Background: an optimization exercise with open tools, aiming at small area, a short achievable clock period and few clock cycles. Do not read the settings as production practice. The RTL of this run was laid out without a check of its function. Power and IR drop assume default switching activity.

==> design.v <==
`default_nettype none
package hsvb_pkg;
    localparam int HUE_BINS   = 10;
    localparam int SAT_BINS   = 10;
    localparam int VAL_BINS   = 10;
    localparam int TOTAL_BINS = HUE_BINS * SAT_BINS + VAL_BINS;
    localparam int BIN_W      = $clog2(TOTAL_BINS);
    localparam int CNT_W      = 17;
    localparam int REF_W      = 16;
    localparam int SUM_W      = 24;
    localparam int DIST_W     = 17;
    localparam int PROD_W     = CNT_W + REF_W;
    localparam int ROOT_W     = 16;
    localparam int CFG_IDX_W  = 2;
    localparam logic [CFG_IDX_W-1:0] CFG_SAT_THR = 2'd0;
    localparam logic [CFG_IDX_W-1:0] CFG_VAL_THR = 2'd1;
endpackage
`default_nettype wire
`default_nettype none
import hsvb_pkg::*;
module hsvb_binpick
(
    input  wire logic [8:0] hue,
    input  wire logic [7:0] sat,
    input  wire logic [7:0] bri,
    input  wire logic [7:0] sat_thr,
    input  wire logic [7:0] val_thr,
    output      logic [9:1] hue_t,    
    output      logic [9:1] sat_t,    
    output      logic [9:1] bri_t,    
    output      logic       grey      
);
    always_comb
    begin
        for (int k = 1; k < 10; k++)
        begin
            hue_t[k] = hue >= 9'((360 * k + 9) / 10);
            sat_t[k] = sat >= 8'((255 * k + 9) / 10);
            bri_t[k] = bri >= 8'((255 * k + 9) / 10);
        end
        grey = (sat < sat_thr) || (bri < val_thr);
    end
endmodule
`default_nettype wire
`default_nettype none
import hsvb_pkg::*;
module hsvb_divsqrt
#(
    parameter int RW = ROOT_W
)
(
    input  wire logic [CNT_W-1:0]  den,       
    input  wire logic [CNT_W-1:0]  drem_i,    
    input  wire logic [1:0]        dbit_i,    
    input  wire logic [1:0]        qq_i,      
    input  wire logic [RW:0]       srem_i,    
    input  wire logic [RW-1:0]     root_i,    
    output      logic [CNT_W-1:0]  drem_o,
    output      logic [1:0]        qq_o,
    output      logic [RW:0]       srem_o,
    output      logic [RW-1:0]     root_o
);
    logic [CNT_W:0]   t0, t1;
    logic [CNT_W+1:0] d0, d1;
    logic [CNT_W-1:0] r0;
    logic             g0, g1;
    logic [RW+2:0]    st;
    logic [RW+3:0]    sd;
    logic             sg;
    always_comb
    begin
        t0 = {drem_i, dbit_i[1]};
        d0 = {1'b0, t0} - {2'b00, den};
        g0 = !d0[CNT_W+1];
        r0 = g0 ? CNT_W'(d0) : CNT_W'(t0);
        t1 = {r0, dbit_i[0]};
        d1 = {1'b0, t1} - {2'b00, den};
        g1 = !d1[CNT_W+1];
        drem_o = g1 ? CNT_W'(d1) : CNT_W'(t1);
        qq_o   = {g0, g1};
        st = {srem_i, qq_i};
        sd = {1'b0, st} - {2'b00, root_i, 2'b01};
        sg = !sd[RW+3];
        srem_o = sg ? (RW+1)'(sd) : (RW+1)'(st);
        if (RW > 1)
            root_o = {root_i[RW-2:0], sg};
        else
            root_o = sg;
    end
endmodule
`default_nettype wire
`default_nettype none
import hsvb_pkg::*;
module hsv_histogram_bhattacharyya
(
    input  wire logic                 clk,
    input  wire logic                 rst_n,
    input  wire logic                 pix_valid,
    output      logic                 pix_ready,
    input  wire logic                 pix_kind,
    input  wire logic [8:0]           pix_hue,
    input  wire logic [7:0]           pix_saturation,
    input  wire logic [7:0]           pix_brightness,
    input  wire logic [6:0]           pix_ref_index,
    input  wire logic [15:0]          pix_ref_fraction,
    input  wire logic                 pix_last_pixel,
    output      logic                 res_valid,
    input  wire logic                 res_ready,
    output      logic [16:0]          res_distance,
    output      logic                 res_empty_region,
    input  wire logic                 cfg_we,
    input  wire logic [CFG_IDX_W-1:0] cfg_index,
    input  wire logic [7:0]           cfg_wdata
);
    localparam int K  = 4;           
    localparam int NS = 16 / K;      
    localparam int NB = TOTAL_BINS;
    localparam logic [1:0] J_IDLE  = 2'd0;
    localparam logic [1:0] J_READ  = 2'd1;
    localparam logic [1:0] J_DRAIN = 2'd2;
    localparam logic [1:0] J_EMIT  = 2'd3;
    logic [7:0] sth_reg, vth_reg;
    logic       rdy_reg;
    logic       acc;
    logic       s1_v;
    logic       s1_kind, s1_last, s1_grey;
    logic [9:1] s1_ht, s1_st, s1_vt;
    logic [6:0] s1_idx;
    logic [REF_W-1:0] s1_frac;
    logic [9:1] in_ht, in_st, in_vt;
    logic       in_grey;
    hsvb_binpick u_pick (
        .hue     (pix_hue),
        .sat     (pix_saturation),
        .bri     (pix_brightness),
        .sat_thr (sth_reg),
        .val_thr (vth_reg),
        .hue_t   (in_ht),
        .sat_t   (in_st),
        .bri_t   (in_vt),
        .grey    (in_grey)
    );
    assign acc       = pix_valid && rdy_reg;
    assign pix_ready = rdy_reg;
    logic [CNT_W-1:0] cnt_mem [NB];
    logic [REF_W-1:0] ref_mem [NB];
    logic [NB-1:0]    nz_reg;        
    logic [CNT_W-1:0] npix_reg;
    logic [9:0]    h_oh, s_oh, v_oh;
    logic [NB-1:0] bin_oh;
    logic [NB-1:0] sel;
    logic [NB-1:0] fsel;             
    logic [NB-1:0] cnt_we;
    logic [NB-1:0] ref_we;
    logic          pw;
    logic          rw;
    logic [CNT_W-1:0] c_rd;
    logic [REF_W-1:0] r_rd;
    logic [CNT_W-1:0] c_inc;
    logic          close;
    logic [1:0]       jst_reg;
    logic             fpend_reg;
    logic [CNT_W-1:0] nf_reg;
    logic [SUM_W-1:0] sum_reg;
    logic             ej_reg;
    logic             go;
    logic [NB-1:0]    nz_rest;
    logic             rd_en;
    logic [$clog2(K+1)-1:0] ph_reg;
    logic             p0;
    logic             vf_reg;
    logic [CNT_W-1:0] cf_reg;
    logic [REF_W-1:0] rf_reg;
    logic             vm_reg;
    logic [PROD_W-1:0] xm_reg;
    logic [NS-1:0]    vd_reg;
    logic [CNT_W-1:0] drem_reg [NS];
    logic [1:0]       qq_reg   [NS];
    logic [ROOT_W-1:0] root_last;
    logic [ROOT_W:0]   srem_last;
    logic             vz_reg;
    logic [ROOT_W-1:0] rootz_reg;
    logic [CNT_W+1:0] zst, ztr;
    logic             zg;
    logic             pipe_busy;
    logic              out_valid_reg;
    logic [DIST_W-1:0] out_dist_reg;
    logic              out_empty_reg;
    logic              emit;
    always_comb
    begin
        for (int k = 0; k < 10; k++)
        begin
            h_oh[k] = (k == 0 || s1_ht[k == 0 ? 1 : k]) && (k == 9 || !s1_ht[k == 9 ? 9 : k + 1]);
            s_oh[k] = (k == 0 || s1_st[k == 0 ? 1 : k]) && (k == 9 || !s1_st[k == 9 ? 9 : k + 1]);
            v_oh[k] = (k == 0 || s1_vt[k == 0 ? 1 : k]) && (k == 9 || !s1_vt[k == 9 ? 9 : k + 1]);
        end
        for (int a = 0; a < 10; a++)
            for (int b = 0; b < 10; b++)
                bin_oh[a * 10 + b] = s_oh[a] && h_oh[b] && !s1_grey;
        for (int b = 0; b < 10; b++)
            bin_oh[100 + b] = v_oh[b] && s1_grey;
    end
    assign pw    = s1_v && !s1_kind && !npix_reg[CNT_W-1];
    assign rw    = s1_v && s1_kind;
    assign close = s1_v && s1_last;
    assign rd_en = (jst_reg == J_READ) && (!vf_reg || p0);
    always_comb
    begin
        logic seen;
        seen = 1'b0;
        for (int i = 0; i < NB; i++)
        begin
            fsel[i] = rd_en && nz_reg[i] && !seen;
            seen    = seen || nz_reg[i];
        end
    end
    always_comb
    begin
        for (int i = 0; i < NB; i++)
        begin
            sel[i]    = (pw && bin_oh[i] && nz_reg[i]) || fsel[i];
            cnt_we[i] = pw && bin_oh[i];
            ref_we[i] = rw && (s1_idx == 7'(i));
        end
        c_rd = '0;
        r_rd = '0;
        for (int i = 0; i < NB; i++)
        begin
            c_rd = c_rd | (cnt_mem[i] & {CNT_W{sel[i]}});
            r_rd = r_rd | (ref_mem[i] & {REF_W{fsel[i]}});
        end
        c_inc   = c_rd + CNT_W'(1);
        nz_rest = nz_reg & ~fsel;
    end
    always_ff @(posedge clk)
    begin
        for (int i = 0; i < NB; i++)
        begin
            if (cnt_we[i])
                cnt_mem[i] <= c_inc;
            if (ref_we[i])
                ref_mem[i] <= s1_frac;
        end
    end
    assign p0 = (ph_reg == '0);
    generate
        for (genvar g = 0; g < NS; g++)
        begin : g_st
            localparam int RW  = K * (g + 1) - 1;
            localparam int RWP = (g == 0) ? 1 : K * g - 1;
            localparam int DW  = (16 - 2 * K * g > 0) ? 16 - 2 * K * g : 0;
            localparam int DWR = (DW > 0) ? DW : 2;
            logic [RW:0]      srem_reg, srem_in, srem_out;
            logic [RW-1:0]    root_reg, root_in, root_out;
            logic [CNT_W-1:0] drem_in, drem_out;
            logic [1:0]       qq_in, qq_out;
            logic [DWR-1:0]   dv_reg, dv_in;
            if (g == 0)
            begin : g_first
                assign drem_in = p0 ? xm_reg[PROD_W-1:16] : drem_reg[g];
                assign dv_in   = p0 ? xm_reg[15:0]        : dv_reg;
                assign qq_in   = p0 ? 2'b00               : qq_reg[g];
                assign srem_in = p0 ? '0                  : srem_reg;
                assign root_in = p0 ? '0                  : root_reg;
            end
            else
            begin : g_next
                assign drem_in = p0 ? drem_reg[g-1] : drem_reg[g];
                assign qq_in   = p0 ? qq_reg[g-1]   : qq_reg[g];
                assign srem_in = p0 ? (RW+1)'(g_st[g-1].srem_reg) : srem_reg;
                assign root_in = p0 ? RW'(g_st[g-1].root_reg)     : root_reg;
                if (DW > 0)
                begin : g_dv
                    assign dv_in = p0 ? g_st[g-1].dv_reg[DWR+2*K-1:2*K] : dv_reg;
                end
                else
                begin : g_nodv
                    assign dv_in = '0;
                end
            end
            hsvb_divsqrt #(.RW(RW)) u_slot (
                .den    (nf_reg),
                .drem_i (drem_in),
                .dbit_i ((DW > 0) ? dv_in[DWR-1:DWR-2] : 2'b00),
                .qq_i   (qq_in),
                .srem_i (srem_in),
                .root_i (root_in),
                .drem_o (drem_out),
                .qq_o   (qq_out),
                .srem_o (srem_out),
                .root_o (root_out)
            );
            always_ff @(posedge clk)
            begin
                drem_reg[g] <= drem_out;
                qq_reg[g]   <= qq_out;
                srem_reg    <= srem_out;
                root_reg    <= root_out;
            end
            if (DW > 0)
            begin : g_dvr
                always_ff @(posedge clk)
                    dv_reg <= {dv_in[DWR-3:0], 2'b00};
            end
            else
            begin : g_dvz
                assign dv_reg = '0;
            end
            if (g == NS - 1)
            begin : g_last
                assign root_last = ROOT_W'(root_reg);
                assign srem_last = (ROOT_W+1)'(srem_reg);
            end
        end
    endgenerate
    always_comb
    begin
        zst = {srem_last, qq_reg[NS-1]};
        ztr = {root_last, 2'b01};
        zg  = zst >= ztr;
    end
    assign pipe_busy = vf_reg || vm_reg || (|vd_reg) || vz_reg;
    always_ff @(posedge clk)
    begin
        if (rd_en)
        begin
            cf_reg <= c_rd;
            rf_reg <= r_rd;
        end
        if (p0)
        begin
            xm_reg    <= PROD_W'(cf_reg) * PROD_W'(rf_reg);
            rootz_reg <= {root_last[ROOT_W-2:0], zg};
        end
    end
    always_ff @(posedge clk or negedge rst_n)
    begin
        if (!rst_n)
        begin
            ph_reg <= '0;
            vf_reg <= 1'b0;
            vm_reg <= 1'b0;
            vd_reg <= '0;
            vz_reg <= 1'b0;
        end
        else
        begin
            ph_reg <= (ph_reg == ($clog2(K+1))'(K - 1)) ? '0 : ph_reg + 1'b1;
            if (rd_en)
                vf_reg <= (|nz_reg) && (|r_rd);
            else if (p0)
                vf_reg <= 1'b0;
            if (p0)
            begin
                vm_reg <= vf_reg;
                vd_reg <= {vd_reg[NS-2:0], vm_reg};
                vz_reg <= vd_reg[NS-1];
            end
        end
    end
    assign go   = (fpend_reg || close) && (jst_reg == J_IDLE);
    assign emit = (jst_reg == J_EMIT) && (!out_valid_reg || res_ready);
    always_ff @(posedge clk or negedge rst_n)
    begin
        if (!rst_n)
        begin
            jst_reg   <= J_IDLE;
            fpend_reg <= 1'b0;
            npix_reg  <= '0;
            nz_reg    <= '0;
        end
        else
        begin
            fpend_reg <= (fpend_reg || close) && !go;
            if (go)
                npix_reg <= '0;
            else if (pw)
                npix_reg <= npix_reg + CNT_W'(1);
            nz_reg <= nz_rest | cnt_we;
            unique case (jst_reg)
                J_IDLE:
                    if (go)
                        jst_reg <= (npix_reg == '0 && !pw) ? J_EMIT : J_READ;
                J_READ:
                    if (nz_rest == '0)
                        jst_reg <= J_DRAIN;
                J_DRAIN:
                    if (!pipe_busy)
                        jst_reg <= J_EMIT;
                J_EMIT:
                    if (emit)
                        jst_reg <= J_IDLE;
                default:
                    jst_reg <= J_IDLE;
            endcase
        end
    end
    always_ff @(posedge clk)
    begin
        if (go)
        begin
            nf_reg  <= npix_reg + CNT_W'(pw);
            ej_reg  <= (npix_reg == '0 && !pw);
            sum_reg <= '0;
        end
        else if (p0 && vz_reg)
            sum_reg <= sum_reg + SUM_W'(rootz_reg);
    end
    always_ff @(posedge clk or negedge rst_n)
    begin
        if (!rst_n)
        begin
            rdy_reg       <= 1'b1;
            s1_v          <= 1'b0;
            out_valid_reg <= 1'b0;
            sth_reg       <= 8'd26;
            vth_reg       <= 8'd51;
        end
        else
        begin
            s1_v    <= acc;
            rdy_reg <= !(acc && pix_last_pixel) && !close
                       && !((fpend_reg || close) && !go)
                       && !(go && !(npix_reg == '0 && !pw))
                       && !(jst_reg == J_READ && nz_rest != '0);
            out_valid_reg <= (out_valid_reg && !res_ready) || emit;
            if (cfg_we)
            begin
                if (cfg_index == CFG_SAT_THR)
                    sth_reg <= cfg_wdata;
                else if (cfg_index == CFG_VAL_THR)
                    vth_reg <= cfg_wdata;
            end
        end
    end
    always_ff @(posedge clk)
    begin
        s1_kind <= pix_kind;
        s1_last <= pix_last_pixel;
        s1_ht   <= in_ht;
        s1_st   <= in_st;
        s1_vt   <= in_vt;
        s1_grey <= in_grey;
        s1_idx  <= pix_ref_index;
        s1_frac <= pix_ref_fraction;
        if (emit)
        begin
            out_empty_reg <= ej_reg;
            out_dist_reg  <= (ej_reg || sum_reg >= SUM_W'(65536)) ? '0
                             : DIST_W'(SUM_W'(65536) - sum_reg);
        end
    end
    assign res_valid        = out_valid_reg;
    assign res_distance     = out_dist_reg;
    assign res_empty_region = out_empty_reg;
endmodule
`default_nettype wire
==> run.sh <==
#!/bin/bash
# synth_recipe.tcl (not shown) runs the flow's synth.tcl, then flattens the netlist and writes it again
# the make line also repeats each setting of config.mk as NAME=value (left out here)
make -C /OpenROAD-flow-scripts/flow DESIGN_CONFIG=/design/flow/config.mk WORK_HOME=/design/flow/orfs CLKGATE_MAP_FILE= SYNTH_SCRIPT=/design/flow/synth_recipe.tcl finish
==> config.mk <==
export PLATFORM = sky130hd
export DESIGN_NAME = hsv_histogram_bhattacharyya
export DESIGN_NICKNAME = hsv_histogram_bhattacharyya
export VERILOG_FILES = /design/flow/design.v
export SDC_FILE = /design/flow/constraint.sdc
export NUM_CORES = 4
export LEC_CHECK = 0
export CAP_MARGIN = 20
export CELL_PAD_IN_SITES_DETAIL_PLACEMENT = 2
export CELL_PAD_IN_SITES_GLOBAL_PLACEMENT = 2
export CORE_MARGIN = 2
export CORE_UTILIZATION = 50
export CTS_BUF_LIST = sky130_fd_sc_hd__clkbuf_8 sky130_fd_sc_hd__clkbuf_4
export PLACE_DENSITY = 0.62
export SETUP_SLACK_MARGIN = 5
export SLEW_MARGIN = 20
==> constraint.sdc <==
create_clock -name core_clock -period 12.0 [get_ports {clk}]
set_input_delay 2.4000 -clock core_clock [delete_from_list [all_inputs] [get_ports {clk}]]
set_output_delay 2.4000 -clock core_clock [all_outputs]
set_load 0.01 [all_outputs]
==> results.json <==
{
  "avgSynthCellArea_um2": 13.8,
  "die_h_um": 602,
  "cts.sinks": 4156,
  "yosys_warnings": 10,
  "ys_ff_latch": 4156,
  "port-buffer-count": 82,
  "yosysUniqueCellTypes": 112,
  "place.gp.congestion": 1.15,
  "synthesis.area_um2": 179000,
  "synth_enable_flop_cells": 3748,
  "ctsResizeCount": 649,
  "haltStage": "clock tree synthesis (4_1_cts)",
  "ys_seq_area_frac": 0.679,
  "cts_htree_levels": 6,
  "status": "did not finish",
  "error_line": "[ERROR DPL-0033] detailed placement checks failed during check placement.",
  "cts_setup_buffers": 290,
  "synth_ff_type": "edfxtp_1",
  "synthCells": 13000,
  "syn-num-nets": 13600,
  "initial_core_util": 0.503,
  "hpwl_um": 853000,
  "die_x_um": 602,
  "pin_count": 85,
  "numCtsBuffers": 700,
  "synthArstFlopShare": 0.0383,
  "num_rows": 219,
  "postCtsHoldBufs": 0,
  "cts_root_buf": "clkbuf_8",
  "cts_buffer_depth": 4
}
## kinds of logic after synthesis
| kind of cell | share of synthesized area |
|---|---|
| flip-flops | 0.679 |
| AND/OR/NAND/NOR | 0.104 |
| AO/OA/AOI/OAI | 0.124 |
| buffers and inverters | 0.0252 |
| adder cells (fa/ha/maj) | 0.0478 |
| XOR/XNOR | 0.0104 |
| multiplexers | 0.00887 |
## cell usage after synthesis (278+ instances only)
cell type,instances,share of area
a22oi_1,628,0.026
a21oi_1,278,0.0078
inv_1,490,0.010
clkbuf_1,580,0.012
o21ai_0,318,0.0089
nand4_1,285,0.010
a221oi_1,284,0.014
edfxtp_1,3748,0.63
nand3_1,359,0.010
ha_1,334,0.023
nand2_1,1462,0.031
nor2_1,584,0.012
## how the worst min path moves through the flow
stage | slack (ns) | cells after the start | start | to
3_5_place_dp | 0.44 | 2 | g_st[0].dv_reg[3] | g_st[0].dv_reg[5]
2_1_floorplan | 0.40 | 2 | g_st[0].dv_reg[2] | g_st[0].dv_reg[4]
3_3_place_gp | 0.41 | 2 | g_st[0].dv_reg[5] | g_st[0].dv_reg[7]
## through the flow
stage               hold slack [ns]  power, mW  instance area [um2]  setup WS, ns  std cells
floorplan                     0.399       33.9               179000          5.00      13000
detailed placement            0.438       46.3               192000          1.48      17900
global placement              0.407       42.7               191000          2.54      17900
## power groups by stage
stage               registers (mW)  clock network (mW)  logic, mW
floorplan                     18.5                   0       15.5
global placement              18.9                   0       23.9
detailed placement            19.0                   0       27.4
